Source: an optimization exercise on an open RTL-to-GDS flow (aim: small area, a short achievable clock period and few clock cycles per item). Production flows keep margins and buffers that such runs may drop.
Only simulation tests tie the RTL to the original design; equivalence was not proved.
Power figures rest on the tool's default switching activity, not on a simulated workload.

## job 101
Design edge_reader_top, start of the top module:
module edge_reader_top (
    input  logic                           clk,
    input  logic                           rst,
    input  edge_reader_pkg::vertex_id_t                     in_v_id,
    input  edge_reader_pkg::offset_t                        in_loffset,
    input  edge_reader_pkg::offset_t                        in_roffset,
    input  logic                           in_valid,
    output logic                           in_ready,
    input  logic                           front_iteration_end,
    input  logic       [4-1:0]     edge_stall,
    output edge_reader_pkg::line_addr_t [4-1:0]     edge_addr,
    output edge_reader_pkg::edge_mask_t [4-1:0]     edge_mask,
    output edge_reader_pkg::vertex_id_t [4-1:0]     edge_v_id,
    output logic       [4-1:0]     edge_valid,
    output logic                           iteration_end
);
For scale: ~1600 cells after synthesis, ~420 flip-flops, about 250 I/O pins, roughly 0.020 mm^2 of cells after synthesis.
make LEC_CHECK=0 CAP_MARGIN=20 CORE_MARGIN=2 CORE_UTILIZATION=65 SLEW_MARGIN=20 finish   # period 5.5 ns
run.sh (not shown) runs the stock make flow with config.mk's settings and CLKGATE_MAP_FILE= SYNTH_SCRIPT=/design/flow/synth_recipe.tcl, a recipe that flattens the netlist after the stock synthesis.
Testbench counts of job 101, summed over its fixed seeds: cycles 22,408, items 38,351.
Setup changes, job 101 to job 102
- CORE_UTILIZATION: 65 -> 40
- Looking only at critical path depth, and setting everything else aside, the higher value of job 102 and job 101 goes to job 101.
- Compared with job 101, in job 102 post-layout minimum cycle time went up, final hold slack went down, overall track demand over capacity in global routing went down.
For job 103, these inputs were changed with respect to job 102:
- putting BUFFER_PORTS_ARGS at -buffer_cell sky130_fd_sc_hd__buf_1 where nothing was set
- swapping 40 for 65 in CORE_UTILIZATION
==> flow/flow/run.sh (new file) <==
#!/bin/bash
# The standard layout, with plain buf_1 cells as the port buffers instead of
# the default delay buffers: every input and output port still gets its own
# buffer. Each step's full output goes to standard.log here (and ORFS's own
# per-step logs under orfs/logs).
set -euo pipefail
echo "export BUFFER_PORTS_ARGS = -buffer_cell sky130_fd_sc_hd__buf_1" >> config.mk
bash standard.sh > standard.log 2>&1
==> flow/standard.sh (new file) <==
#!/bin/bash
# synth_recipe.tcl (not shown) runs the flow's synth.tcl, then flattens the netlist and writes it again
# the make line also repeats each setting of config.mk as NAME=value (left out here)
make -C /OpenROAD-flow-scripts/flow DESIGN_CONFIG=/design/flow/config.mk WORK_HOME=/design/flow/orfs CLKGATE_MAP_FILE= SYNTH_SCRIPT=/design/flow/synth_recipe.tcl "${@:-finish}"
removed: flow/run.sh
### Flow results
- Job 103 finished all stages; the layout is clean.
- Delta(clock power, job 103 - job 102) < 0
- Lower critical path depth goes to job 102 over job 103.
- [job 103 vs job 102] met3 wire length: lower in job 103
- Compare job 103 and job 102 | maximum clock skew at final layout higher: job 102
- Summary of job 103 over job 102: register bit total from synthesis flat, area of the multi-input gates now sits at about the same level, sequential share of layout area went up by 4.4 points.
- Summary of the comparison: global-route usage is higher in job 103, relative to job 102.
- For switching part of the total power, job 103 and job 102 come out practically identical.
- Job 103 ends up with a critical-path maximum fanout that is 1 lower than in job 102.

---

Setup of build 67:
The RTL this note starts from:
==> flow/design.v <==
package edge_reader_pkg;
    localparam int CORE_NUM = 4;
    localparam int CACHELINE_LEN_WIDTH = 3;
    localparam int CACHELINE_LEN = 1 << CACHELINE_LEN_WIDTH;
    localparam int WAIT_END_DELAY = 20;
    typedef logic [16-1:0] vertex_id_t;
    typedef logic [22-1:0] offset_t;
    typedef logic [22-CACHELINE_LEN_WIDTH-1:0] line_addr_t;
    typedef logic [CACHELINE_LEN-1:0] edge_mask_t;
    typedef logic [$clog2(CORE_NUM)-1:0] lane_idx_t;
    typedef struct packed {
        line_addr_t addr;
        edge_mask_t mask;
        vertex_id_t v_id;
    } edge_req_t;
endpackage
`timescale 1ns/1ps
module edge_reader_top (
    input  logic                           clk,
    input  logic                           rst,
    input  edge_reader_pkg::vertex_id_t                     in_v_id,
    input  edge_reader_pkg::offset_t                        in_loffset,
    input  edge_reader_pkg::offset_t                        in_roffset,
    input  logic                           in_valid,
    output logic                           in_ready,
    input  logic                           front_iteration_end,
    input  logic       [4-1:0]     edge_stall,
    output edge_reader_pkg::line_addr_t [4-1:0]     edge_addr,
    output edge_reader_pkg::edge_mask_t [4-1:0]     edge_mask,
    output edge_reader_pkg::vertex_id_t [4-1:0]     edge_v_id,
    output logic       [4-1:0]     edge_valid,
    output logic                           iteration_end
);
    localparam int NL = 4;
    localparam int OW = 22;
    localparam int SW = 3;
    localparam int LW = OW - SW;
    localparam int VW = 16;
    function automatic logic add_eq(input logic [LW-1:0] a, input logic [LW-1:0] b, input logic [1:0] k);
        logic [LW-1:0] y, c, t;
        y = ~a;
        c = LW'(k - 2'd1);
        t = (b ^ y ^ c) ~^ {((b[LW-2:0] & y[LW-2:0]) | ((b[LW-2:0] | y[LW-2:0]) & ~c[LW-2:0])), 1'b0};
        add_eq = &t;
    endfunction
    function automatic logic [LW-1:0] lm2_of(input logic [LW-1:0] x, input logic nz);
        logic [LW-1:0] r;
        logic bo;
        r[0] = nz ? x[0] : !x[0];
        r[1] = nz ? !x[1] : (x[1] ^ x[0]);
        bo = nz ? !x[1] : !(x[1] && x[0]);
        for (int i = 2; i < LW; i++)
            r[i] = x[i] ^ (bo && !(|(x & ((LW'(1) << i) - LW'(4)))));
        lm2_of = r;
    endfunction
    logic [LW-1:0] i_lo_hi, i_ro_hi;
    logic          i_nz;
    logic          i_single;    
    logic          i_two;       
    assign i_lo_hi = in_loffset[OW-1:SW];
    assign i_ro_hi = in_roffset[OW-1:SW];
    assign i_nz = |in_roffset[SW-1:0];
    assign i_single = i_nz ? (i_ro_hi == i_lo_hi) : add_eq(i_lo_hi, i_ro_hi, 2'd1);
    assign i_two = i_nz ? add_eq(i_lo_hi, i_ro_hi, 2'd1) : add_eq(i_lo_hi, i_ro_hi, 2'd2);
    typedef struct packed {
        logic [VW-1:0] vid;
        logic [LW-1:0] addr;      
        logic [SW-1:0] lo_lo;
        logic [LW-1:0] ro_hi;
        logic [SW-1:0] ro_lo;
        logic          nz;
        logic          single;
        logic          two;
    } vtx_t;
    logic  s_valid, b_valid;
    vtx_t  s_q, b_q;
    logic  s_empty;
    logic  s_nz;
    logic [SW-1:0] s_hi;          
    logic [7:0]    s_mask;        
    assign s_empty = !({s_q.addr, s_q.lo_lo} < {s_q.ro_hi, s_q.ro_lo});
    assign s_nz = s_q.nz;
    assign s_hi = s_q.ro_lo - 1'b1;
    logic [LW-1:0] s_lm2;
    assign s_lm2 = lm2_of(s_q.ro_hi, s_q.nz);
    always_comb begin
        for (int b = 0; b < 8; b++)
            s_mask[b] = (SW'(b) >= s_q.lo_lo) && (!s_q.single || (SW'(b) <= s_hi));
    end
    logic [VW-1:0] b_vid;
    logic [LW-1:0] b_addr;
    logic [LW-1:0] b_lm2;
    logic [SW-1:0] b_hi;
    logic          b_single;
    logic          b_two;
    logic [7:0]    b_mask;
    logic          b_empty;
    logic          xfer_b_r;      
    logic          xfer_s_r;      
    logic          b_open_r;      
    logic [NL-1:0] load_r;        
    logic [VW-1:0] c_vid;
    logic [LW-1:0] c_addr;
    logic [LW-1:0] c_lm2;
    logic [SW-1:0] c_hi;
    logic          c_single;
    logic          c_two;
    logic [7:0]    c_mask;
    logic          c_empty;
    assign c_vid = xfer_b_r ? b_vid : s_q.vid;
    assign c_addr = xfer_b_r ? b_addr : s_q.addr;
    assign c_lm2 = xfer_b_r ? b_lm2 : s_lm2;
    assign c_hi = xfer_b_r ? b_hi : s_hi;
    assign c_single = xfer_b_r ? b_single : s_q.single;
    assign c_two = xfer_b_r ? b_two : s_q.two;
    assign c_mask = xfer_b_r ? b_mask : s_mask;
    assign c_empty = xfer_b_r ? b_empty : s_empty;
    logic [NL-1:0]   h_valid;
    logic [NL-1:0]   h_last;
    logic [NL-1:0]   e_valid;
    logic [LW-1:0]   h_addr [NL];
    logic [LW-1:0]   h_lm2 [NL];
    logic [NL-1:0]   h_ne;        
    logic [VW-3:0]   h_vid  [NL];
    logic [SW-1:0]   h_hi   [NL];
    logic [7:0]      h_mask [NL];
    logic [NL-1:0]   h_free;
    logic [NL-1:0]   load;
    logic [NL-1:0]   hv_next, hl_next, ev_next;
    logic [NL-1:0]   hv_pred, hf_pred;
    always_comb begin
        for (int i = 0; i < NL; i++) begin
            h_free[i] = !h_valid[i] || (e_valid[i] && h_last[i]);
            load[i] = load_r[i];
            hv_next[i] = load[i] ? !c_empty : (h_valid[i] && !h_free[i]);
            ev_next[i] = hv_next[i] && !edge_stall[i];
            if (load[i])
                hl_next[i] = c_single;
            else if (e_valid[i])
                hl_next[i] = h_ne[i];
            else
                hl_next[i] = h_last[i];
            hv_pred[i] = load[i] || (h_valid[i] && !h_free[i]);
            hf_pred[i] = !hv_pred[i] || (!edge_stall[i] && hl_next[i]);
        end
    end
    logic take;
    logic s_to_b;
    logic sv_next, bv_next;
    logic [1:0] sl_next, bl_next;
    logic xb_n, xs_n;
    assign take = in_valid && in_ready;
    logic s_open_next;
    assign s_open_next = !sv_next || xs_n || !bv_next || xb_n;
    logic s_en;
    always_ff @(posedge clk) s_en <= s_open_next;
    assign s_to_b = s_valid && !xfer_s_r && b_open_r;
    assign bv_next = (b_valid && !xfer_b_r) || s_to_b;
    assign sv_next = (s_valid && !xfer_s_r && !s_to_b) || take;
    assign bl_next = s_to_b ? s_q.vid[1:0] : b_vid[1:0];
    assign sl_next = take ? in_v_id[1:0] : s_q.vid[1:0];
    assign xb_n = bv_next && hf_pred[bl_next];
    assign xs_n = sv_next && hf_pred[sl_next] && !xb_n && !(bv_next && (bl_next == sl_next));
    always_ff @(posedge clk) begin
        if (rst) begin
            s_valid <= 1'b0;
            b_valid <= 1'b0;
            in_ready <= 1'b0;
            xfer_b_r <= 1'b0;
            xfer_s_r <= 1'b0;
            b_open_r <= 1'b0;
            load_r <= '0;
        end else begin
            s_valid <= sv_next;
            b_valid <= bv_next;
            xfer_b_r <= xb_n;
            xfer_s_r <= xs_n;
            b_open_r <= !bv_next || xb_n;
            in_ready <= s_open_next;
            for (int i = 0; i < NL; i++)
                load_r[i] <= (xb_n && (bl_next == 2'(i))) || (xs_n && (sl_next == 2'(i)));
        end
    end
    always_ff @(posedge clk) begin
        if (s_en)
            s_q <= {in_v_id, i_lo_hi, in_loffset[SW-1:0], i_ro_hi, in_roffset[SW-1:0], i_nz,
                    i_single, i_two};
    end
    always_ff @(posedge clk) begin
        if (b_open_r) begin
            b_vid <= s_q.vid;
            b_addr <= s_q.addr;
            b_lm2 <= s_lm2;
            b_hi <= s_hi;
            b_single <= s_q.single;
            b_two <= s_q.two;
            b_mask <= s_mask;
            b_empty <= s_empty;
        end
    end
    always_ff @(posedge clk) begin
        if (rst) begin
            h_valid <= '0;
            e_valid <= '0;
        end else begin
            h_valid <= hv_next;
            e_valid <= ev_next;
        end
    end
    always_ff @(posedge clk) h_last <= hl_next;
    always_ff @(posedge clk) begin
        for (int i = 0; i < NL; i++) begin
            if (load[i]) begin
                h_addr[i] <= c_addr;
                h_lm2[i] <= c_lm2;
                h_ne[i] <= c_two;
                h_vid[i] <= c_vid[VW-1:2];
                h_hi[i] <= c_hi;
                h_mask[i] <= c_mask;
            end else if (e_valid[i] && !h_last[i]) begin
                h_addr[i] <= h_addr[i] + 1'b1;
                h_ne[i] <= (h_addr[i] == h_lm2[i]);
                for (int b = 0; b < 8; b++)
                    h_mask[i][b] <= !h_ne[i] || (SW'(b) <= h_hi[i]);
            end
        end
    end
    for (genvar i = 0; i < NL; i++) begin : g_out
        assign edge_addr[i] = h_addr[i];
        assign edge_mask[i] = h_mask[i];
        assign edge_v_id[i] = {h_vid[i], 2'(i)};
        assign edge_valid[i] = e_valid[i];
    end
    localparam int CNT_W = $clog2(20 + 1);
    logic [CNT_W-1:0] settle_cnt;
    logic settled;
    logic idle;
    always_ff @(posedge clk)
        if (rst)
            idle <= 1'b0;
        else
            idle <= !sv_next && !bv_next && !(|hv_next);
    assign settled = front_iteration_end && !take && idle;
    always_ff @(posedge clk) begin
        if (rst || !settled) begin
            settle_cnt <= '0;
            iteration_end <= 1'b0;
        end else if (settle_cnt >= CNT_W'(20)) begin
            iteration_end <= 1'b1;
        end else begin
            settle_cnt <= settle_cnt + 1'b1;
            iteration_end <= 1'b0;
        end
    end
endmodule
export LEC_CHECK = 0
export ABC_AREA = 1
export CAP_MARGIN = 20
export CORE_MARGIN = 2
export CORE_UTILIZATION = 65
export SETUP_SLACK_MARGIN = 3.4
export SLEW_MARGIN = 20
export BUFFER_PORTS_ARGS = -buffer_cell sky130_fd_sc_hd__buf_1
create_clock -name core_clock -period 5.5 [get_ports {clk}]
standard.sh (not shown) runs the stock make flow with config.mk's settings and CLKGATE_MAP_FILE= SYNTH_SCRIPT=/design/flow/synth_recipe.tcl, a recipe that flattens the netlist after the stock synthesis.
==> flow/flow/run.sh <==
#!/bin/bash
# The standard layout, with plain buf_1 cells as the port buffers instead of
# the default delay buffers: every input and output port still gets its own
# buffer. Each step's full output goes to standard.log here (and ORFS's own
# per-step logs under orfs/logs).
set -euo pipefail
echo "export BUFFER_PORTS_ARGS = -buffer_cell sky130_fd_sc_hd__buf_1" >> config.mk
bash standard.sh > standard.log 2>&1
Testbench counts of build 67, summed over its fixed seeds: cycles 22,408, items 38,351.
Input-level comparison between build 98 and build 67:
# build 67
export LEC_CHECK = 0
export ABC_AREA = 1
export CAP_MARGIN = 20
export CORE_MARGIN = 2
export CORE_UTILIZATION = 65
export SETUP_SLACK_MARGIN = 3.4
export SLEW_MARGIN = 20
export BUFFER_PORTS_ARGS = -buffer_cell sky130_fd_sc_hd__buf_1
create_clock -name core_clock -period 5.5 [get_ports {clk}]
# build 98
export LEC_CHECK = 0
export ABC_AREA = 1
export CAP_MARGIN = 20
export CORE_MARGIN = 2
export CORE_UTILIZATION = 65
export SETUP_SLACK_MARGIN = 3.2
export SLEW_MARGIN = 20
export BUFFER_PORTS_ARGS = -buffer_cell sky130_fd_sc_hd__buf_1
create_clock -name core_clock -period 5.5 [get_ports {clk}]
[summary]
- Build 98 closes out successfully: all stages finished, all timing, DRC and antenna checks passed.
- Register-to-register slack: build 98 vs build 67 up 0.04 ns
- Looking at share of cells above drive strength 1 across build 67 and build 98, the one that comes out higher is build 67.
- As far as initial cell density of the core goes, build 98 and build 67 are indistinguishable; the numbers are identical.
- Higher design area was reported by build 67, not build 98.
- Build 98 vs build 67 — final weighted congestion of routability-driven global placement dropped by a few percent
- Status: share of synthesized area occupied by flip-flops and latches parity (build 98, build 67)
### build 98 -> build 8
# build 98
export LEC_CHECK = 0
export ABC_AREA = 1
export CAP_MARGIN = 20
export CORE_MARGIN = 2
export CORE_UTILIZATION = 65
export SETUP_SLACK_MARGIN = 3.2
export SLEW_MARGIN = 20
export BUFFER_PORTS_ARGS = -buffer_cell sky130_fd_sc_hd__buf_1
create_clock -name core_clock -period 5.5 [get_ports {clk}]
# build 8
export LEC_CHECK = 0
export ABC_AREA = 1
export CAP_MARGIN = 20
export CORE_MARGIN = 2
export CORE_UTILIZATION = 65
export SETUP_SLACK_MARGIN = 3.0
export SLEW_MARGIN = 20
export BUFFER_PORTS_ARGS = -buffer_cell sky130_fd_sc_hd__buf_1
create_clock -name core_clock -period 5.5 [get_ports {clk}]
==> notes.md <==
Higher number of iterations in the first detailed-routing pass goes to build 8 over build 98. Die area came out exactly the same in build 8 and build 98. Delta (build 8 minus build 98): transition at the pin with the smallest max-transition slack fell by 0.013 ns, register cell area after layout stayed essentially flat, delay of the slowest cell on the worst path rose by 0.04 ns, simple-gate portion of the synthesized area stayed essentially flat. Relative to build 98, the CTS buffer count of build 8 is higher by about 2.4%. Going from build 98 to build 8, final-layout fill cell count shows an increase of 78, global-route wire length before repair decreased 1.2 mm. Looking only at half-perimeter wire length after placement, and setting everything else aside, the lower value of build 8 and build 98 goes to build 98. Build 8 vs build 98 — routed metal-1 wire length rose 1.0%.

afterwards: timing with drivers on the ports:
In the flow no input, the clock included, has a driving cell. The finished layouts below were timed again as built, in two steps. Step 1 (the two cells are an assumption about what drives the block):
set clk [get_ports {clk}]
set_driving_cell -lib_cell sky130_fd_sc_hd__clkbuf_16 $clk
set_driving_cell -lib_cell sky130_fd_sc_hd__buf_2 [delete_from_list [all_inputs] $clk]
Step 2 adds t to the input delays and takes it off the output delays; t is the mean of the earliest and latest rising clock arrival at the registers after step 1. Input paths then give back, and output paths get back, about the clock's delay inside the block. a / b / c = ideal ports / drivers / drivers and shift; a / b = the first two.
run	t (ns)	setup slack, ns	clock arrival spread, ns	slew at the worst register clock pin (ns)
job 101	0.589	2.636 / 2.617 / 2.075	0.020 / 0.020	0.07 / 0.07
job 102	0.637	2.612 / 2.558 / 2.143	0.026 / 0.026	0.06 / 0.06
job 103	0.597	2.946 / 2.946 / 2.553	0.021 / 0.021	0.06 / 0.06
build 67	0.591	3.196 / 3.141 / 2.867	0.027 / 0.028	0.07 / 0.07
build 98	0.595	3.223 / 3.170 / 2.843	0.020 / 0.019	0.06 / 0.06
build 8	0.580	3.111 / 3.059 / 2.781	0.020 / 0.020	0.06 / 0.06
After both steps setup and hold are still met in every run listed. For job 101, which loses most, drivers alone change the setup slack by -0.019 ns; drivers and shift together by -0.561 ns.
